Source: an optimization exercise on an open RTL-to-GDS flow (aim: small area, a short achievable clock period and few clock cycles). Production flows keep margins and buffers that such runs may drop. Only simulation tests tie the RTL to the original design; equivalence was not proved. Power figures rest on the tool's default switching activity, not on a simulated workload.

## design/flow/design.v

```verilog
`default_nettype none
package cache_geom_pkg;
  localparam int WORD_W      = 32;                        
  localparam int BLOCK_WORDS = 4;                         
  localparam int OFFSET_W    = $clog2(BLOCK_WORDS);       
  localparam int SETS        = 8;
  localparam int INDEX_W     = $clog2(SETS);
  localparam int TAG_W       = WORD_W - INDEX_W - OFFSET_W;
  localparam int WAYS        = 4;                         
  localparam int AGE_W       = $clog2(WAYS);              
  localparam int BLOCK_W     = BLOCK_WORDS * WORD_W;
  typedef union packed {
    logic [WORD_W-1:0] word;
    struct packed {
      logic [TAG_W-1:0]    tag;
      logic [INDEX_W-1:0]  index;
      logic [OFFSET_W-1:0] offset;                        
    } f;
  } cache_addr_u;
endpackage
`default_nettype wire
`default_nettype none
package cache_ctrl_pkg;
  localparam logic [2:0] ST_IDLE     = 3'd0;   
  localparam logic [2:0] ST_LOOKUP   = 3'd1;   
  localparam logic [2:0] ST_COMPARE  = 3'd2;   
  localparam logic [2:0] ST_EVICT    = 3'd3;   
  localparam logic [2:0] ST_ALLOCATE = 3'd4;   
  localparam logic [2:0] ST_UPDATE   = 3'd5;   
  localparam logic OP_READ  = 1'b0;
  localparam logic OP_WRITE = 1'b1;
endpackage
`default_nettype wire
`timescale 1ns/1ps
`default_nettype none
module cache_top (
  input  wire          clk,
  input  wire          rst_n,
  input  wire          cpu_req_enable,
  input  wire          cpu_req_rw,
  input  wire [31:0]   cpu_req_addr,
  input  wire [31:0]   cpu_req_datain,
  output logic         cpu_res_ready,
  output logic [31:0]  cpu_res_dataout,
  output logic         mem_req_enable,
  output logic         mem_req_rw,
  output logic [31:0]  mem_req_addr,
  output logic [127:0] mem_req_dataout,
  input  wire          mem_req_ready,
  input  wire  [127:0] mem_req_datain
);
  localparam int SETS = 8;
  localparam int WAYS = 4;
  logic st_hit;     
  logic st_wb;      
  logic st_fill;    
  wire  st_idle = ~(st_hit | st_wb | st_fill);
  logic [2:0]      idx_r;
  logic [26:0]     tag_r;
  logic [1:0]      off_r;
  logic            rw_r;
  logic [31:0]     wdata_r;
  logic [WAYS-1:0] way_r;      
  logic [26:0]     mtag_r;     
  logic            mrw_r;      
  logic            men_r;      
  logic [127:0]    mdata_r;    
  logic [127:0]    data_q  [SETS][WAYS];
  logic [26:0]     tag_q   [SETS][WAYS];
  logic [1:0]      age_q   [SETS][WAYS];
  logic [WAYS-1:0] valid_q [SETS];
  logic [WAYS-1:0] dirty_q [SETS];
  wire [2:0]  req_idx = cpu_req_addr[4:2];
  wire [26:0] req_tag = cpu_req_addr[31:5];
  wire        start   = st_idle & cpu_req_enable;
  logic [WAYS-1:0] hit_way;
  always_comb begin
    hit_way = '0;
    for (int s = 0; s < SETS; s++)
      for (int w = 0; w < WAYS; w++)
        if (req_idx == s && valid_q[s][w] && tag_q[s][w] == req_tag) hit_way[w] = 1'b1;
  end
  wire hit = |hit_way;
  logic [WAYS-1:0] vic_s   [SETS];
  logic            vdirty_s[SETS];
  logic [26:0]     vtag_s  [SETS];
  always_comb begin
    for (int s = 0; s < SETS; s++) begin
      vtag_s[s] = '0;
      for (int w = 0; w < WAYS; w++) begin
        vic_s[s][w] = (age_q[s][w] == 2'd3);
        if (vic_s[s][w]) vtag_s[s] = vtag_s[s] | tag_q[s][w];
      end
      vdirty_s[s] = |(vic_s[s] & valid_q[s] & dirty_q[s]);
    end
  end
  wire [WAYS-1:0] victim    = vic_s[req_idx];
  wire            vic_dirty = vdirty_s[req_idx];
  logic [127:0] vic_data;
  logic [31:0]  hit_word;
  always_comb begin
    vic_data = '0;
    hit_word = '0;
    for (int w = 0; w < WAYS; w++) begin
      if (victim[w])  vic_data = vic_data | data_q[req_idx][w];
      if (hit_way[w]) hit_word = hit_word | data_q[req_idx][w][cpu_req_addr[1:0]*32 +: 32];
    end
  end
  wire fill_done = st_fill & mem_req_ready;
  assign cpu_res_ready   = st_hit | fill_done;
  assign mem_req_enable  = men_r;
  assign mem_req_rw      = mrw_r;
  assign mem_req_addr    = {mtag_r, idx_r, 2'b00};
  assign mem_req_dataout = mdata_r;
  always_ff @(posedge clk) begin
    if (st_idle)        cpu_res_dataout <= cpu_req_rw ? cpu_req_datain : hit_word;
    else if (fill_done) cpu_res_dataout <= rw_r ? wdata_r : mem_req_datain[off_r*32 +: 32];
  end
  always_ff @(posedge clk or negedge rst_n) begin
    if (!rst_n) begin
      st_hit  <= 1'b0;
      st_wb   <= 1'b0;
      st_fill <= 1'b0;
      men_r   <= 1'b0;
    end else begin
      st_hit  <= start & hit;
      st_wb   <= (start & ~hit & vic_dirty) | (st_wb & ~mem_req_ready);
      st_fill <= (start & ~hit & ~vic_dirty) | (st_wb & mem_req_ready) | (st_fill & ~mem_req_ready);
      men_r   <= (start & ~hit) | (men_r & ~fill_done);
    end
  end
  always_ff @(posedge clk) begin
    if (st_idle) begin
      idx_r   <= req_idx;
      tag_r   <= req_tag;
      off_r   <= cpu_req_addr[1:0];
      rw_r    <= cpu_req_rw;
      wdata_r <= cpu_req_datain;
      way_r   <= hit ? hit_way : victim;
      mrw_r   <= vic_dirty;
      mtag_r  <= vic_dirty ? vtag_s[req_idx] : req_tag;
      mdata_r <= vic_data;
    end else if (st_wb & mem_req_ready) begin
      mrw_r   <= 1'b0;                     
      mtag_r  <= tag_r;
    end
  end
  logic [127:0] wr_block;
  logic [3:0]   wr_word_en;
  always_comb begin
    for (int k = 0; k < 4; k++) begin
      wr_block[k*32 +: 32] = (rw_r && off_r == k) ? wdata_r : mem_req_datain[k*32 +: 32];
      wr_word_en[k]        = fill_done | (st_hit & rw_r & (off_r == k));
    end
  end
  logic [1:0] set_age [WAYS];
  logic [1:0] way_age;
  logic [1:0] new_age [WAYS];
  always_comb begin
    way_age = '0;
    for (int w = 0; w < WAYS; w++) begin
      set_age[w] = age_q[idx_r][w];
      if (way_r[w]) way_age = way_age | set_age[w];
    end
    for (int w = 0; w < WAYS; w++) begin
      if (way_r[w])                  new_age[w] = 2'd0;
      else if (set_age[w] < way_age) new_age[w] = set_age[w] + 2'd1;
      else                           new_age[w] = set_age[w];
    end
  end
  wire age_en = st_hit | fill_done;
  for (genvar s = 0; s < SETS; s++) begin : g_set
    wire set_sel = (idx_r == s);
    for (genvar w = 0; w < WAYS; w++) begin : g_way
      wire line_sel = set_sel & way_r[w];
      for (genvar k = 0; k < 4; k++) begin : g_word
        always_ff @(posedge clk) begin
          if (line_sel & wr_word_en[k]) data_q[s][w][k*32 +: 32] <= wr_block[k*32 +: 32];
        end
      end
      always_ff @(posedge clk) begin
        if (line_sel & fill_done) tag_q[s][w] <= tag_r;
      end
      always_ff @(posedge clk or negedge rst_n) begin
        if (!rst_n) begin
          valid_q[s][w] <= 1'b0;
          dirty_q[s][w] <= 1'b0;
          age_q[s][w]   <= 2'(w);
        end else begin
          if (line_sel & fill_done) begin
            valid_q[s][w] <= 1'b1;
            dirty_q[s][w] <= rw_r;
          end else if (line_sel & st_hit & rw_r) begin
            dirty_q[s][w] <= 1'b1;
          end
          if (set_sel & age_en) age_q[s][w] <= new_age[w];
        end
      end
    end
  end
endmodule
`default_nettype wire
```

## design/flow/run.sh

```bash
#!/bin/bash
# synth_recipe.tcl (not shown) runs the flow's synth.tcl, then flattens the netlist and writes it again
# the make line also repeats each setting of config.mk as NAME=value (left out here)
make -C /OpenROAD-flow-scripts/flow DESIGN_CONFIG=/design/flow/config.mk WORK_HOME=/design/flow/orfs CLKGATE_MAP_FILE= SYNTH_SCRIPT=/design/flow/synth_recipe.tcl finish
```

## design/flow/constraint.sdc

```tcl
create_clock -name core_clock -period 7.0 [get_ports {clk}]
set_input_delay 1.4000 -clock core_clock [delete_from_list [all_inputs] [get_ports {clk}]]
set_output_delay 1.4000 -clock core_clock [all_outputs]
set_load 0.01 [all_outputs]
```

## design/flow/config.mk

```make
export PLATFORM = sky130hd
export DESIGN_NAME = cache_top
export DESIGN_NICKNAME = cache_top
export VERILOG_FILES = /design/flow/design.v
export SDC_FILE = /design/flow/constraint.sdc
export NUM_CORES = 4
export LEC_CHECK = 0
export CAP_MARGIN = 20
export CELL_PAD_IN_SITES_DETAIL_PLACEMENT = 1
export CELL_PAD_IN_SITES_GLOBAL_PLACEMENT = 2
export CORE_MARGIN = 2
export CORE_UTILIZATION = 50
export PLACE_DENSITY = 0.6
export SETUP_SLACK_MARGIN = 3.6
export SLEW_MARGIN = 20
```

==> impl_metrics.xml, run 1 <==
<?xml version="1.0" encoding="UTF-8"?>
<metrics>
  <group name="status">
    <metric name="status" unit="">timing/DRC/antenna clean</metric>
  </group>
  <group name="critical_path">
    <metric name="criticalPathCategory" unit="">reg2reg</metric>
    <metric name="worst_r2r_startpoint" unit="">idx_r[1]</metric>
    <metric name="worst-endpoint-arrival" unit="ps">4390</metric>
    <metric name="reg2reg_depth" unit="">8</metric>
    <metric name="reg2reg_setup_slack" unit="ps">3350</metric>
    <metric name="crit_fanout" unit="">24</metric>
    <metric name="crit-reg2reg-capture" unit="">data_q[19][69]</metric>
    <metric name="worst-endpoint-required" unit="ps">7740</metric>
    <metric name="crit_path_end_kind" unit="">flop</metric>
    <metric name="critPathLaunchType" unit="">flop</metric>
  </group>
  <group name="timing">
    <metric name="min_period" unit="ps">3651</metric>
    <metric name="timing.slew.headroom" unit="%">13.74</metric>
    <metric name="fin_worst_hold_slack" unit="ps">314.6</metric>
    <metric name="worstMarginPinSlew" unit="ps">1294</metric>
    <metric name="grt_setup_unrepaired" unit="">true</metric>
    <metric name="timing.final.crit_share" unit="%">52.16</metric>
    <metric name="report.final.setup_viol" unit="">0</metric>
    <metric name="final.setup.tns" unit="ps">0</metric>
    <metric name="hold_viol_final" unit="">0</metric>
    <metric name="timing.clock.skew" unit="ps">73.30</metric>
    <metric name="finalWorstSetupSlack" unit="ps">3349</metric>
    <metric name="achievable-frequency" unit="MHz">273.9</metric>
    <metric name="slew_viol_final" unit="">0</metric>
  </group>
  <group name="pwr">
    <metric name="peakVddDrop" unit="V">0.0002837</metric>
    <metric name="clock_power_share" unit="%">37.9</metric>
    <metric name="power.share.switching" unit="%">28.92</metric>
    <metric name="power.combinational.fraction" unit="%">14.2</metric>
    <metric name="leakage_dissipation" unit="nW">83.94</metric>
    <metric name="p_seq_share" unit="%">47.8</metric>
    <metric name="netSwitchingPower" unit="W">0.02338</metric>
    <metric name="internal_pwr_total" unit="W">0.05747</metric>
    <metric name="power_density" unit="nW/um^2">310.4</metric>
  </group>
  <group name="final_layout">
    <metric name="layout-drive-gt1-share" unit="%">22.82</metric>
    <metric name="final_cell_area" unit="um^2">260500</metric>
    <metric name="design.final.nets" unit="">14672</metric>
    <metric name="synthToLayoutAreaGrowth" unit="%">20.85</metric>
  </group>
  <group name="logic_synthesis">
    <metric name="synth_enable_flop_cells" unit="">5217</metric>
    <metric name="synth_area_per_cell" unit="um^2">16.41</metric>
    <metric name="synth.ff_latch_count" unit="">5349</metric>
    <metric name="netlist_area" unit="um^2">215500</metric>
    <metric name="seq_area_frac_synth" unit="%">74.24</metric>
    <metric name="synth-async-reset-ratio" unit="%">2.468</metric>
    <metric name="ys_warnings" unit="">11</metric>
    <metric name="post_synth_num_cell_types" unit="">78</metric>
    <metric name="syn-instance-count" unit="">13135</metric>
    <metric name="postSynth.topFlopCell" unit="">edfxtp_1</metric>
  </group>
  <group name="die">
    <metric name="chipHeight" unit="um">660.6</metric>
    <metric name="floorplan.die_area" unit="um^2">436300</metric>
    <metric name="floorplan.die.width" unit="um">660.6</metric>
    <metric name="io-pin-count" unit="">392</metric>
    <metric name="site_rows" unit="">241</metric>
    <metric name="initial_core_util" unit="%">50.13</metric>
    <metric name="design.core.area" unit="um^2">430000</metric>
  </group>
  <group name="clock_network">
    <metric name="cts_root_buffer" unit="">clkbuf_16</metric>
    <metric name="cts_htree_levels" unit="">6</metric>
    <metric name="tritoncts_buffer_count" unit="">572</metric>
    <metric name="clkSinkCount" unit="">5349</metric>
    <metric name="clock_tree_from_tritoncts" unit="">built</metric>
    <metric name="path_clk_slew" unit="ps">60</metric>
    <metric name="clockBufferDepth" unit="">4</metric>
    <metric name="clock_insertion_delay_worst_skew" unit="ps">1130</metric>
  </group>
  <group name="grt">
    <metric name="number_of_global_route_vias_before_repair" unit="">145860</metric>
    <metric name="grt_first_pass_wirelength" unit="um">1423000</metric>
    <metric name="globalRouteOverflowTotal" unit="">0</metric>
    <metric name="antenna_found_initial" unit="">161</metric>
    <metric name="grt_start_max_net_pins" unit="">92</metric>
    <metric name="groute.usage.overall" unit="%">49.67</metric>
  </group>
  <group name="detailed_routing">
    <metric name="routed_wl" unit="um">1115000</metric>
    <metric name="routed_wire_length_per_instance" unit="um">53.69</metric>
    <metric name="dr.first_iter.drc_count" unit="">30457</metric>
    <metric name="drt-vias-per-instance" unit="">7.523</metric>
    <metric name="route.detailed.drc" unit="">0</metric>
    <metric name="route.antenna.remaining_nets" unit="">0</metric>
    <metric name="route.vias.total" unit="">156182</metric>
    <metric name="drt_pre_antenna_iters" unit="">8</metric>
  </group>
  <group name="place">
    <metric name="routability_congestion_estimate" unit="">1.035</metric>
    <metric name="post_dp_cell_area" unit="um^2">231400</metric>
    <metric name="pre_cts_ws" unit="ps">1069</metric>
    <metric name="placement.io_buffers" unit="">389</metric>
    <metric name="dp_hpwl" unit="um">695300</metric>
  </group>
  <group name="min_path">
    <metric name="hp-class" unit="">in2async</metric>
  </group>
  <group name="run">
    <metric name="timing.max_cap.violations" unit="">0</metric>
  </group>
</metrics>
==> layout make-up <==
class                      count  area, um^2
multi-input combinational   6835       55890
inverter                      32       212.7
clock inverter               297        3319
tap                         5710        7144
sequential                  5349      160000
fill                       37882      169500
timing repair inverter         2       17.52
timing repair buffer        1679       18370
clock buffer                 725       15190
antenna                      132       330.3
==> stage by stage <==
stage	power (W)	util [%]	instances
floorplan	0.04245	-	13136
global placement	0.04885	53.68	19022
detailed placement	0.04910	53.81	19047
CTS	0.07943	59.83	20495
global route	0.08147	60.52	20659
finish	0.08085	60.58	20761
==> routing by layer <==
metal | routed length [um] | track usage (%) | vias to the layer above | part of all wire (%)
li1 | - | - | 56238 | -
met1 | 370600 | 62.14 | 81471 | 33
met2 | 462100 | 69.35 | 14837 | 41
met3 | 167500 | 18.11 | 3580 | 15
met4 | 113700 | 40.15 | 56 | 10
met5 | 644 | 0.1551 | - | 0.058
==> worst max-delay path, stage by stage (launching register included) <==
cell,delay (ps)
edfxtp_1,410
buf_6,170
buf_12,140
nor3_4,180
buf_4,250
nand2_1,540
buf_4,480
nor2_4,480
buf_6,520
==> cells in the final DEF, fill, tap and decap left out, drive strengths merged, types with 32 or more instances in the layout <==
cell,count
mux2,325
mux2i,315
a31oi,77
a221oi,328
nand4,307
clkdlybuf4s50,166
a221o,101
xor2,177
nand3,97
or2,38
o21ai,404
clkinv,233
nand2,489
and2,37
edfxtp,5217
and4,35
dfstp,32
mux4,175
clkbuf,751
and3,50
a222oi,54
inv,39
a211oi,40
o22ai,125
a22oi,1396
buf,1282
nor4,139
diode,132
a22o,104
dfrtp,100
o221ai,73
nor3,47
bufinv,45
xnor2,684
nor2,506
a21oi,413
dlygate4sd2,135
a211o,35
bufbuf,41
==> worst max-delay path by stage <==
stage,startpoint,slack (ps),endpoint
2_1_floorplan,mem_req_ready,3270,data_q[0][100]
3_3_place_gp,cpu_req_addr[11],570,cpu_res_dataout[7]
3_5_place_dp,cpu_req_addr[30],1070,cpu_res_dataout[7]
4_1_cts,mem_req_ready,3100,cpu_res_ready
5_1_grt,cpu_req_addr[2],3430,cpu_res_dataout[26]
6_report,idx_r[1],3350,data_q[19][69]
==> what timing repair did <==
action | in CTS | in global routing
gates cloned | 65 | 22
hold buffers | 0 | 0
gates resized for setup | 832 | 340
buffers inserted | 361 | 110
setup endpoints to repair | 7924 | 976
pin swaps | 190 | 73
==> cell usage after synthesis, drive strengths merged (15+ instances only) <==
library cell	instances	area share, %
o221ai	73	0.30
o221a	15	0.078
or2	37	0.11
o21ai	404	0.94
and3	49	0.14
a32oi	19	0.077
mux4	175	1.8
a22o	104	0.42
a21o	15	0.052
a21oi	412	0.96
and2	37	0.11
xnor2	684	2.8
nand3b	25	0.087
nand2	488	0.85
buf	535	1.3
o22a	18	0.073
nand3	96	0.22
inv	31	0.054
nor2b	20	0.058
nand2b	15	0.044
and4	35	0.14
o211ai	19	0.066
nor3b	15	0.064
a222oi	54	0.25
xor2	177	0.72
nor3	47	0.11
a221o	101	0.47
o2bb2ai	18	0.073
edfxtp	5217	73
a31oi	77	0.22
a211o	35	0.14
o22ai	125	0.36
nor2	500	0.87
a22oi	1396	4.9
mux2	325	1.7
dfrtp	100	1.2
nor4	139	0.40
nand4	307	0.89
clkbuf	402	0.70
a211oi	40	0.14
dfstp	32	0.39
mux2i	315	1.5
a221oi	328	1.3
==> power groups by stage <==
stage | combinational, W | sequential, W | clock (W)
after global routing | 0.0113 | 0.0386 | 0.0316
after global placement | 0.00966 | 0.0392 | 0
final | 0.0115 | 0.0387 | 0.0307
after CTS | 0.0104 | 0.0385 | 0.0305
after detailed placement | 0.00987 | 0.0392 | 0
after floorplan | 0.00382 | 0.0386 | 0
==> cells by family after synthesis <==
logic type | share of synthesized area [%]
flip-flops | 74.24
AO/OA/AOI/OAI | 11.05
AND/OR/NAND/NOR | 4.162
buffers and inverters | 2.039
XOR/XNOR | 3.499
multiplexers | 4.989
adder cells (fa/ha/maj) | 0.02322
other | 0.001740
==> state kept, by name (all words and copies together) (netlist names) <==
name	cells
tag_q	864
men_r	1
mdata_r	128
tag_r	27
st_fill	1
age_q	64
st_wb	1
valid_q	32
way_r	4
rw_r	1
data_q	4096
idx_r	3
off_r	2
dirty_q	32
mtag_r	27
wdata_r	32
mrw_r	1
cpu_res_dataout	32
st_hit	1
Testbench counts, summed over its fixed seeds: cycles 10,744.
==> run 2: changes to the inputs <==
--- a/design/flow/design.v
+++ b/design/flow/design.v
@@ -62,9 +62,15 @@
   logic [31:0]     wdata_r;
   logic [WAYS-1:0] way_r;      
   logic [26:0]     mtag_r;     
-  logic            mrw_r;      
   logic            men_r;      
   logic [127:0]    mdata_r;    
+  logic [26:0]     mtag_o;
+  logic            mrw_o;
+  logic [127:0]    mdata_o;
+  logic [31:0]     hword_r;    
+  logic            o_hit, o_wb, o_fill;
+  logic [2:0]      oidx_r;
+  wire             o_idle = ~(o_hit | o_wb | o_fill);
   logic [127:0]    data_q  [SETS][WAYS];
   logic [26:0]     tag_q   [SETS][WAYS];
   logic [1:0]      age_q   [SETS][WAYS];
@@ -107,14 +113,17 @@
     end
   end
   wire fill_done = st_fill & mem_req_ready;
-  assign cpu_res_ready   = st_hit | fill_done;
+  assign cpu_res_ready   = o_hit | (o_fill & mem_req_ready);
   assign mem_req_enable  = men_r;
-  assign mem_req_rw      = mrw_r;
-  assign mem_req_addr    = {mtag_r, idx_r, 2'b00};
-  assign mem_req_dataout = mdata_r;
-  always_ff @(posedge clk) begin
-    if (st_idle)        cpu_res_dataout <= cpu_req_rw ? cpu_req_datain : hit_word;
-    else if (fill_done) cpu_res_dataout <= rw_r ? wdata_r : mem_req_datain[off_r*32 +: 32];
+  assign mem_req_rw      = mrw_o;
+  assign mem_req_addr    = {mtag_o, oidx_r, 2'b00};
+  assign mem_req_dataout = mdata_o;
+  always_ff @(posedge clk) begin
+    if (st_idle) hword_r <= hit_word;
+  end
+  always_ff @(posedge clk) begin
+    cpu_res_dataout <= rw_r    ? wdata_r :
+                       st_fill ? mem_req_datain[off_r*32 +: 32] : hword_r;
   end
   always_ff @(posedge clk or negedge rst_n) begin
     if (!rst_n) begin
@@ -122,12 +131,26 @@
       st_wb   <= 1'b0;
       st_fill <= 1'b0;
       men_r   <= 1'b0;
+      o_hit   <= 1'b0;
+      o_wb    <= 1'b0;
+      o_fill  <= 1'b0;
     end else begin
+      o_hit   <= o_idle & cpu_req_enable & hit;
+      o_wb    <= (o_idle & cpu_req_enable & ~hit & vic_dirty) | (o_wb & ~mem_req_ready);
+      o_fill  <= (o_idle & cpu_req_enable & ~hit & ~vic_dirty) | (o_wb & mem_req_ready) |
+                 (o_fill & ~mem_req_ready);
       st_hit  <= start & hit;
       st_wb   <= (start & ~hit & vic_dirty) | (st_wb & ~mem_req_ready);
       st_fill <= (start & ~hit & ~vic_dirty) | (st_wb & mem_req_ready) | (st_fill & ~mem_req_ready);
       men_r   <= (start & ~hit) | (men_r & ~fill_done);
     end
+  end
+  wire [26:0] req_mtag = vic_dirty ? vtag_s[req_idx] : req_tag;
+  always_ff @(posedge clk) begin
+    oidx_r  <= o_idle  ? req_idx   : idx_r;
+    mdata_o <= st_idle ? vic_data  : (st_wb ? mdata_r : '0);    
+    mrw_o   <= st_idle ? vic_dirty : (st_wb & ~mem_req_ready);
+    mtag_o  <= st_idle ? req_mtag  : ((st_wb & ~mem_req_ready) ? mtag_r : tag_r);
   end
   always_ff @(posedge clk) begin
     if (st_idle) begin
@@ -137,12 +160,8 @@
       rw_r    <= cpu_req_rw;
       wdata_r <= cpu_req_datain;
       way_r   <= hit ? hit_way : victim;
-      mrw_r   <= vic_dirty;
-      mtag_r  <= vic_dirty ? vtag_s[req_idx] : req_tag;
+      mtag_r  <= vtag_s[req_idx];
       mdata_r <= vic_data;
-    end else if (st_wb & mem_req_ready) begin
-      mrw_r   <= 1'b0;                     
-      mtag_r  <= tag_r;
     end
   end
   logic [127:0] wr_block;
@@ -153,24 +172,21 @@
       wr_word_en[k]        = fill_done | (st_hit & rw_r & (off_r == k));
     end
   end
-  logic [1:0] set_age [WAYS];
-  logic [1:0] way_age;
-  logic [1:0] new_age [WAYS];
-  always_comb begin
-    way_age = '0;
-    for (int w = 0; w < WAYS; w++) begin
-      set_age[w] = age_q[idx_r][w];
-      if (way_r[w]) way_age = way_age | set_age[w];
-    end
-    for (int w = 0; w < WAYS; w++) begin
-      if (way_r[w])                  new_age[w] = 2'd0;
-      else if (set_age[w] < way_age) new_age[w] = set_age[w] + 2'd1;
-      else                           new_age[w] = set_age[w];
-    end
-  end
   wire age_en = st_hit | fill_done;
   for (genvar s = 0; s < SETS; s++) begin : g_set
     wire set_sel = (idx_r == s);
+    logic [1:0] way_age;
+    logic [1:0] new_age [WAYS];
+    always_comb begin
+      way_age = '0;
+      for (int w = 0; w < WAYS; w++)
+        if (way_r[w]) way_age = way_age | age_q[s][w];
+      for (int w = 0; w < WAYS; w++) begin
+        if (way_r[w])                    new_age[w] = 2'd0;
+        else if (age_q[s][w] < way_age)  new_age[w] = age_q[s][w] + 2'd1;
+        else                             new_age[w] = age_q[s][w];
+      end
+    end
     for (genvar w = 0; w < WAYS; w++) begin : g_way
       wire line_sel = set_sel & way_r[w];
       for (genvar k = 0; k < 4; k++) begin : g_word
--- a/design/flow/config.mk
+++ b/design/flow/config.mk
@@ -9,7 +9,9 @@
 export CELL_PAD_IN_SITES_DETAIL_PLACEMENT = 1
 export CELL_PAD_IN_SITES_GLOBAL_PLACEMENT = 2
 export CORE_MARGIN = 2
-export CORE_UTILIZATION = 50
-export PLACE_DENSITY = 0.6
-export SETUP_SLACK_MARGIN = 3.6
+export CORE_UTILIZATION = 45
+export CTS_CLUSTER_DIAMETER = 100
+export CTS_CLUSTER_SIZE = 20
+export PLACE_DENSITY = 0.55
+export SETUP_SLACK_MARGIN = 3.7
 export SLEW_MARGIN = 20
==> run 2 against run 1 <==
Compared with the run above: die area is 13% higher; critical endpoint is now data_q[24][11]; sequential power is 12% higher; final area is 1.3% lower; still clean on timing, DRC and antenna; first-iteration DRC count is 9.8% lower; via count is 4.5% lower; area after synthesis is 1.8% higher; sequential share of layout area is 2.4 points higher; combinational power is about 90% higher; fmax is 4.0% higher; clock-buffer cell count is 231 lower; largest cell class unchanged; power is 5.7% higher; setup slack better by 140 ps; critical path type unchanged.
==> impl_metrics.xml, run 2 <==
<?xml version="1.0" encoding="UTF-8"?>
<metrics>
  <group name="grt">
    <metric name="number_of_global_route_vias_before_repair" unit="">139012</metric>
    <metric name="globalRouteOverflowTotal" unit="">0</metric>
    <metric name="antenna_found_initial" unit="">144</metric>
    <metric name="grt_start_max_net_pins" unit="">141</metric>
    <metric name="groute.usage.overall" unit="%">40.14</metric>
    <metric name="grt_first_pass_wirelength" unit="um">1327000</metric>
  </group>
  <group name="detailed_routing">
    <metric name="drt_pre_antenna_iters" unit="">10</metric>
    <metric name="dr.first_iter.drc_count" unit="">27484</metric>
    <metric name="met3_wirelength" unit="um">148800</metric>
    <metric name="route.detailed.drc" unit="">0</metric>
    <metric name="routed_wire_length_per_instance" unit="um">48.59</metric>
    <metric name="m1WireLength" unit="um">403600</metric>
    <metric name="drt-vias-per-instance" unit="">7.032</metric>
    <metric name="route.antenna.remaining_nets" unit="">0</metric>
    <metric name="route.vias.total" unit="">149168</metric>
    <metric name="routed_wl" unit="um">1031000</metric>
    <metric name="routed-wl-met2" unit="um">434900</metric>
    <metric name="highest-signal-layer" unit="">met5</metric>
  </group>
  <group name="final_layout">
    <metric name="post_layout_nonfiller_instances" unit="">21214</metric>
    <metric name="layout_commonest_cell" unit="">edfxtp_1</metric>
    <metric name="synthToLayoutAreaGrowth" unit="%">17.15</metric>
    <metric name="layout-drive-gt1-share" unit="%">20.08</metric>
    <metric name="fillerInstances" unit="">44291</metric>
    <metric name="largest_register" unit="">data_q</metric>
    <metric name="finish.utilization" unit="%">52.93</metric>
    <metric name="design.final.nets" unit="">14735</metric>
    <metric name="final_cell_mix" unit="">edfxtp_1, a22oi_1, buf_4, xnor2_1, nand4_1</metric>
    <metric name="largest_registers" unit="">data_q: 4096 flops, tag_q: 864 flops</metric>
    <metric name="largest_register_ff_count" unit="">4096</metric>
  </group>
  <group name="logic_synthesis">
    <metric name="netlist_area" unit="um^2">219500</metric>
    <metric name="synth.ff_latch_count" unit="">5542</metric>
    <metric name="seq_area_frac_synth" unit="%">74.65</metric>
    <metric name="netlist.area_leader.share" unit="%">71.35</metric>
    <metric name="synth-async-reset-ratio" unit="%">2.436</metric>
    <metric name="postSynth.topFlopCell" unit="">edfxtp_1</metric>
    <metric name="synth_enable_flop_cells" unit="">5216</metric>
    <metric name="syn-instance-count" unit="">13325</metric>
    <metric name="synthTopCellsByArea" unit="">edfxtp_1, a22oi_1, xnor2_1, dfxtp_1, mux4_2</metric>
    <metric name="post_synth_num_cell_types" unit="">69</metric>
    <metric name="synth_area_per_cell" unit="um^2">16.47</metric>
    <metric name="synth_top_area_cell" unit="">edfxtp_1</metric>
    <metric name="synth.most_common_cell" unit="">edfxtp_1</metric>
    <metric name="ys_warnings" unit="">17</metric>
    <metric name="synth_commonest_cells" unit="">edfxtp_1, a22oi_1, xnor2_1</metric>
  </group>
  <group name="critical_path">
    <metric name="worst-endpoint-arrival" unit="ps">4170</metric>
    <metric name="crit_path_cell_trace" unit="">nor2_1 -&gt; and2_2 -&gt; buf_4 -&gt; mux2_2</metric>
    <metric name="timing.critical_path.buf_inv" unit="">1</metric>
    <metric name="critPathLaunchType" unit="">flop</metric>
    <metric name="crit_path_end_kind" unit="">flop</metric>
    <metric name="crit_fanout" unit="">32</metric>
    <metric name="max_stage_delay" unit="ps">910</metric>
    <metric name="cp_top_family" unit="">simple AND/OR/NAND/NOR gates</metric>
    <metric name="worst-endpoint-required" unit="ps">7660</metric>
    <metric name="criticalPathCategory" unit="">reg2reg</metric>
    <metric name="worst_path_max_delay_cell" unit="">mux2_2</metric>
  </group>
  <group name="place">
    <metric name="routability_congestion_estimate" unit="">0.9646</metric>
    <metric name="placed_cells_incl_taps" unit="">19841</metric>
    <metric name="dp_hpwl" unit="um">663800</metric>
    <metric name="placement.io_buffers" unit="">389</metric>
  </group>
  <group name="timing">
    <metric name="timing.slew.headroom" unit="%">14.92</metric>
    <metric name="final.setup.tns" unit="ps">0</metric>
    <metric name="worstMarginPinSlew" unit="ps">1276</metric>
    <metric name="timing.clock.skew" unit="ps">80.43</metric>
    <metric name="achievable-frequency" unit="MHz">284.8</metric>
    <metric name="report.final.setup_viol" unit="">0</metric>
    <metric name="hold_viol_final" unit="">0</metric>
    <metric name="min_period" unit="ps">3511</metric>
    <metric name="slew_viol_final" unit="">0</metric>
    <metric name="timing.final.crit_share" unit="%">50.16</metric>
    <metric name="grt_setup_unrepaired" unit="">true</metric>
  </group>
  <group name="die">
    <metric name="floorplan.die_area" unit="um^2">493400</metric>
    <metric name="initial_core_util" unit="%">45.18</metric>
    <metric name="io-pin-count" unit="">392</metric>
    <metric name="site_rows" unit="">256</metric>
    <metric name="design.core.area" unit="um^2">485900</metric>
    <metric name="floorplan.die.width" unit="um">702.4</metric>
    <metric name="chipHeight" unit="um">702.4</metric>
  </group>
  <group name="clock_network">
    <metric name="path_clk_slew" unit="ps">90</metric>
    <metric name="clock_tree_from_tritoncts" unit="">built</metric>
    <metric name="clockBufferDepth" unit="">4</metric>
    <metric name="clock_insertion_delay_worst_skew" unit="ps">1060</metric>
    <metric name="cts-hold-fix-buffers" unit="">0</metric>
    <metric name="cts_root_buffer" unit="">clkbuf_16</metric>
    <metric name="tritoncts_buffer_count" unit="">317</metric>
    <metric name="cts_htree_levels" unit="">5</metric>
    <metric name="clkSinkCount" unit="">5542</metric>
  </group>
  <group name="status">
    <metric name="status" unit="">timing/DRC/antenna clean</metric>
  </group>
  <group name="pwr">
    <metric name="power_density" unit="nW/um^2">332.4</metric>
    <metric name="leakage_dissipation" unit="nW">82.40</metric>
    <metric name="peakVddDrop" unit="V">0.0002731</metric>
  </group>
  <group name="min_path">
    <metric name="hp-class" unit="">in2async</metric>
  </group>
  <group name="run">
    <metric name="timing.max_cap.violations" unit="">0</metric>
  </group>
</metrics>
run 2: final cells by class:
type / instances / area (um^2) / share of cell area [%]
diodes: 80 / 200.2 / 0.07784
multi-input cells: 6770 / 55750 / 21.68
repair buffers: 1788 / 19570 / 7.610
clock buffers: 494 / 8650 / 3.363
flip-flops and latches: 5542 / 164100 / 63.80
inverters: 55 / 259.0 / 0.1007
well taps: 6450 / 8070 / 3.138
clock inverters: 35 / 605.6 / 0.2355
run 2: worst paths after layout:
| kind | from | slack [ps] | to | depth (start not counted) |
|---|---|---|---|---|
| worst max-delay path | off_r[0] | 3490 | data_q[24][11] | 4 |
| worst min-delay path | rst_n | 410 | valid_q[3][0] | 1 |
| worst max register to register | off_r[0] | 3490 | data_q[24][11] | 4 |
| worst min register to register | mdata_r[102] | 470 | mdata_o[102] | 1 |
| max in group asynchronous | rst_n | 5260 | age_q[24][0] | 2 |
| min in group core_clock | mdata_r[102] | 470 | mdata_o[102] | 1 |
run 2: what timing repair did:
item,in CTS,in global routing
setup endpoints to repair,5376,1566
resized for setup,901,385
gates cloned,51,43
buffers inserted,515,155
pin swaps,336,141
run 2: power breakdown:
| group | internal, W | switching (W) | total [W] | leakage (nW) |
|---|---|---|---|---|
| clock | 0.00875 | 0.0114 | 0.0202 | 4.41 |
| sequential | 0.0412 | 0.00220 | 0.0434 | 50.1 |
| combinational | 0.00606 | 0.0159 | 0.0219 | 27.8 |
run 2: stage by stage:
step	power [W]	worst slack (ps)	area, um^2	hold slack [ps]
6_report	0.08548	3489	257200	410.3
5_1_grt	0.08680	3605	257000	443.6
4_1_cts	0.08399	3475	252800	386.8
3_5_place_dp	0.06309	1379	234500	458.0
3_3_place_gp	0.06261	145.5	233900	458.3
2_1_floorplan	0.05114	3002	219600	449.1
run 2: cell families (layout without fill, tap and decap cells):
| group | count (synthesis) | count (layout) | synth area share, % |
|---|---|---|---|
| AO/OA/AOI/OAI | 3534 | 3538 | 12.13 |
| XOR/XNOR | 864 | 864 | 3.447 |
| adder cells (fa/ha/maj) | 64 | 64 | 0.3648 |
| buffers and inverters | 1032 | 2372 | 2.083 |
| flip-flops | 5542 | 5542 | 74.65 |
| multiplexers | 463 | 463 | 3.061 |
| other | 1 | 82 | 0.001708 |
| AND/OR/NAND/NOR | 1825 | 1839 | 4.263 |
run 2: layer usage:
metal | track usage, % | up-vias
met5 | 0.05882 | -
met4 | 13.52 | 56
met3 | 12.92 | 1597
met2 | 57.14 | 10655
met1 | 58.07 | 80245
li1 | - | 56615
run 2: worst register-to-register path: cells and delay by family (launching register included):
| kind | cells | cell delay (ps) |
|---|---|---|
| simple gates | 2 | 940 |
| buf+inv | 1 | 500 |
| mux | 1 | 970 |
| flops | 1 | 610 |
Testbench counts of run 2, summed over its fixed seeds: cycles 10,744.
==> run 3: changes to the inputs <==
--- a/design/flow/config.mk
+++ b/design/flow/config.mk
@@ -13,5 +13,5 @@
 export CTS_CLUSTER_DIAMETER = 100
 export CTS_CLUSTER_SIZE = 20
 export PLACE_DENSITY = 0.55
-export SETUP_SLACK_MARGIN = 3.7
+export SETUP_SLACK_MARGIN = 4.0
 export SLEW_MARGIN = 20
==> run 3 against run 2 <==
Compared with the run above: sequential share of layout area down 0.73 points; clock skew down 25 ps; final cell count about the same; synthesized cell count unchanged; hold slack worse by 26 ps; non-clock buffer count up 32; clock-buffer cell count down 12; still clean on timing, DRC and antenna; area after synthesis unchanged; largest cell class unchanged; final area up 1.3%; fmax down 1.1%.
==> impl_metrics.xml, run 3 <==
<?xml version="1.0" encoding="UTF-8"?>
<metrics>
  <group name="final_layout">
    <metric name="final_cell_area" unit="um^2">260400</metric>
    <metric name="largest_registers" unit="">data_q: 4096 flops, tag_q: 864 flops</metric>
    <metric name="largest_register_ff_count" unit="">4096</metric>
    <metric name="multi_input_comb_area" unit="um^2">57500</metric>
    <metric name="layout-drive-gt1-share" unit="%">22.78</metric>
    <metric name="largest_register" unit="">data_q</metric>
    <metric name="fillerInstances" unit="">44027</metric>
    <metric name="area.sequential" unit="um^2">164200</metric>
    <metric name="layout_commonest_cell" unit="">edfxtp_1</metric>
    <metric name="finish.utilization" unit="%">53.60</metric>
    <metric name="synthToLayoutAreaGrowth" unit="%">18.63</metric>
    <metric name="design.final.nets" unit="">14772</metric>
    <metric name="final_cell_mix" unit="">edfxtp_1, a22oi_1, buf_4, xnor2_1, nand4_1</metric>
  </group>
  <group name="pwr">
    <metric name="finalPower" unit="W">0.08772</metric>
    <metric name="peakVddDrop" unit="V">0.0003804</metric>
    <metric name="leakage_dissipation" unit="nW">83.68</metric>
    <metric name="power_density" unit="nW/um^2">336.8</metric>
  </group>
  <group name="critical_path">
    <metric name="crit_fanout" unit="">8</metric>
    <metric name="max_stage_delay" unit="ps">750</metric>
    <metric name="crit_path_end_kind" unit="">flop</metric>
    <metric name="timing.critical_path.mode_cell" unit="">buf_12</metric>
    <metric name="timing.critical_path.buf_inv" unit="">7</metric>
    <metric name="crit_path_cell_trace" unit="">clkbuf_16 -&gt; buf_16 -&gt; buf_8 -&gt; nor2_4 -&gt; buf_12 -&gt; nand2_8 -&gt; buf_12 -&gt; buf_12 -&gt; nor3_4 -&gt; a32oi_1 -&gt; and4_4 -&gt; clkbuf_16 -&gt; a21oi_2 -&gt; a211o_1</metric>
    <metric name="worst-endpoint-arrival" unit="ps">4480</metric>
    <metric name="worst_path_max_delay_cell" unit="">nor3_4</metric>
    <metric name="cp_top_family" unit="">simple AND/OR/NAND/NOR gates</metric>
    <metric name="criticalPathCategory" unit="">in2reg</metric>
    <metric name="critPathLaunchType" unit="">input port</metric>
    <metric name="worst-endpoint-required" unit="ps">7930</metric>
  </group>
  <group name="detailed_routing">
    <metric name="drt-vias-per-instance" unit="">6.978</metric>
    <metric name="dr.first_iter.drc_count" unit="">23139</metric>
    <metric name="route.detailed.drc" unit="">0</metric>
    <metric name="route.antenna.remaining_nets" unit="">0</metric>
    <metric name="routed_wire_length_per_instance" unit="um">50.11</metric>
    <metric name="routed_wl" unit="um">1062000</metric>
    <metric name="route.vias.total" unit="">147943</metric>
    <metric name="drt_pre_antenna_iters" unit="">7</metric>
  </group>
  <group name="grt">
    <metric name="grt_first_pass_wirelength" unit="um">1377000</metric>
    <metric name="antenna_found_initial" unit="">69</metric>
    <metric name="groute.usage.overall" unit="%">42.01</metric>
    <metric name="globalRouteOverflowTotal" unit="">0</metric>
    <metric name="number_of_global_route_vias_before_repair" unit="">143420</metric>
    <metric name="grt_start_max_net_pins" unit="">157</metric>
  </group>
  <group name="timing">
    <metric name="slew_viol_final" unit="">0</metric>
    <metric name="final.setup.tns" unit="ps">0</metric>
    <metric name="report.final.setup_viol" unit="">0</metric>
    <metric name="achievable-frequency" unit="MHz">281.5</metric>
    <metric name="timing.slew.headroom" unit="%">19.12</metric>
    <metric name="hold_viol_final" unit="">0</metric>
    <metric name="grt_setup_unrepaired" unit="">true</metric>
    <metric name="timing.clock.skew" unit="ps">55.30</metric>
    <metric name="min_period" unit="ps">3552</metric>
    <metric name="timing.final.crit_share" unit="%">50.74</metric>
    <metric name="finalWorstSetupSlack" unit="ps">3448</metric>
    <metric name="worstMarginPinSlew" unit="ps">1213</metric>
  </group>
  <group name="clock_network">
    <metric name="cts_htree_levels" unit="">5</metric>
    <metric name="tritoncts_buffer_count" unit="">317</metric>
    <metric name="cts-hold-fix-buffers" unit="">0</metric>
    <metric name="clockBufferDepth" unit="">4</metric>
    <metric name="clock_tree_from_tritoncts" unit="">built</metric>
    <metric name="clkSinkCount" unit="">5542</metric>
    <metric name="clock_insertion_delay_worst_skew" unit="ps">1080</metric>
    <metric name="path_clk_slew" unit="ps">90</metric>
    <metric name="cts_root_buffer" unit="">clkbuf_16</metric>
  </group>
  <group name="logic_synthesis">
    <metric name="synth.ff_latch_count" unit="">5542</metric>
    <metric name="netlist.area_leader.share" unit="%">71.35</metric>
    <metric name="synth.most_common_cell" unit="">edfxtp_1</metric>
    <metric name="ys_warnings" unit="">17</metric>
    <metric name="syn-instance-count" unit="">13325</metric>
    <metric name="synth_top_area_cell" unit="">edfxtp_1</metric>
    <metric name="synth_commonest_cells" unit="">edfxtp_1, a22oi_1, xnor2_1</metric>
    <metric name="netlist_area" unit="um^2">219500</metric>
    <metric name="seq_area_frac_synth" unit="%">74.65</metric>
    <metric name="synth_area_per_cell" unit="um^2">16.47</metric>
    <metric name="synth_enable_flop_cells" unit="">5216</metric>
    <metric name="postSynth.topFlopCell" unit="">edfxtp_1</metric>
    <metric name="synthTopCellsByArea" unit="">edfxtp_1, a22oi_1, xnor2_1, dfxtp_1, mux4_2</metric>
    <metric name="post_synth_num_cell_types" unit="">69</metric>
    <metric name="synth-async-reset-ratio" unit="%">2.436</metric>
  </group>
  <group name="place">
    <metric name="pre_cts_ws" unit="ps">1240</metric>
    <metric name="post_dp_cell_area" unit="um^2">234500</metric>
    <metric name="dp_hpwl" unit="um">655800</metric>
    <metric name="placement.io_buffers" unit="">389</metric>
    <metric name="routability_congestion_estimate" unit="">1.008</metric>
  </group>
  <group name="run">
    <metric name="timing.max_cap.violations" unit="">0</metric>
  </group>
  <group name="status">
    <metric name="status" unit="">timing/DRC/antenna clean</metric>
  </group>
  <group name="die">
    <metric name="chipHeight" unit="um">702.4</metric>
    <metric name="design.core.area" unit="um^2">485900</metric>
    <metric name="io-pin-count" unit="">392</metric>
    <metric name="floorplan.die.width" unit="um">702.4</metric>
    <metric name="site_rows" unit="">256</metric>
    <metric name="floorplan.die_area" unit="um^2">493400</metric>
    <metric name="initial_core_util" unit="%">45.18</metric>
  </group>
  <group name="min_path">
    <metric name="hp-class" unit="">in2async</metric>
  </group>
</metrics>
run 3: cell families (layout without fill, tap and decap cells):
group           after synthesis  count (layout)  share of synthesized area [%]
fa+ha+maj                    64              64                         0.3648
flops                      5542            5542                          74.65
buf+inv                    1032            2389                          2.083
compound gates             3534            3543                          12.13
other cells                   1              50                       0.001708
xor+xnor                    864             864                          3.447
simple gates               1825            1837                          4.263
mux                         463             463                          3.061
run 3: path summary, 6_finish.rpt:
path / start / end / slack, ps / cells past startpoint
max reg2reg: tag_q[20][5] / hword_r[25] / 3600 / 8
max: cpu_req_addr[2] / hword_r[9] / 3450 / 14
min in group core_clock: mdata_r[24] / mdata_o[24] / 460 / 1
max in group asynchronous: rst_n / age_q[18][0] / 5220 / 2
min reg2reg: mdata_r[24] / mdata_o[24] / 460 / 1
min: rst_n / valid_q[7][1] / 380 / 1
run 3: area by class of cell:
class / count / share of cell area (%)
Timing Repair Buffer: 1820 / 8.119
Sequential cell: 5542 / 63.07
Clock buffer: 482 / 3.324
Timing Repair inverter: 2 / 0.006726
Tap cell: 6450 / 3.099
Inverter: 55 / 0.1014
Clock inverter: 30 / 0.1542
Multi-Input combinational cell: 6773 / 22.08
Antenna cell: 48 / 0.04612
run 3: per-layer routing:
layer | wire length, um | up-vias | track usage [%] | part of all wire [%]
met5 | 201 | - | 0.2059 | 0.019
met4 | 124100 | 12 | 38.29 | 12
met3 | 95930 | 2509 | 7.214 | 9.0
met2 | 473900 | 9724 | 64.49 | 45
met1 | 368200 | 79051 | 50.96 | 35
li1 | - | 56647 | - | -
run 3: what timing repair did:
item,4_1_cts,5_1_grt
gates resized for setup,2275,337
gates cloned,106,22
setup buffers,563,124
endpoints found under the setup margin,8937,2131
pin swaps,428,179
run 3: power breakdown:
group	total, W	switching (W)	internal [W]
Clock	0.0200	0.0113	0.00867
Combinational	0.0239	0.0165	0.00742
Sequential	0.0438	0.00250	0.0413
Total	0.0877	0.0304	0.0574
run 3: through the flow:
step	std cells	hold WS, ps
3_3_place_gp	19807	460.9
3_5_place_dp	19825	458.1
6_report	21202	384.7
5_1_grt	21185	412.1
2_1_floorplan	13326	449.1
4_1_cts	21006	373.7

## re-timing with driven ports
The results above use ideal ports. As a check the final layouts listed here were re-extracted and re-timed, cells and wires unchanged.
Step 1 (the two cells are an assumption about what drives the block):
set clk [get_ports {clk}]
set_driving_cell -lib_cell sky130_fd_sc_hd__clkbuf_16 $clk
set_driving_cell -lib_cell sky130_fd_sc_hd__buf_2 [delete_from_list [all_inputs] $clk]
Step 2 moves the port delays by t, midway between the first and last clock arrival at a register: inputs arrive t later, outputs are due t later. That takes back most of the time a late clock gives input paths.
Slacks: ideal / step 1 / step 2; pairs: ideal / step 1.
| run | shift t [ns] | slack for setup (ns) | hold slack, ns | worst data-port slew with drivers (ns) | pins driven straight from the clock port |
|---|---|---|---|---|---|
| run 1 | 1.241 | 3.349 / 3.244 / 2.003 | 0.315 / 0.219 / 0.473 | 0.33 | 1 |
| run 2 | 1.158 | 3.489 / 3.233 / 2.075 | 0.410 / 0.314 / 0.474 | 0.59 | 1 |
| run 3 | 1.192 | 3.448 / 3.269 / 2.077 | 0.385 / 0.282 / 0.464 | 0.47 | 1 |
After both steps every run listed still meets setup and hold. For run 2, which loses most, drivers alone change the setup slack by -0.256 ns; drivers and shift together by -1.414 ns.
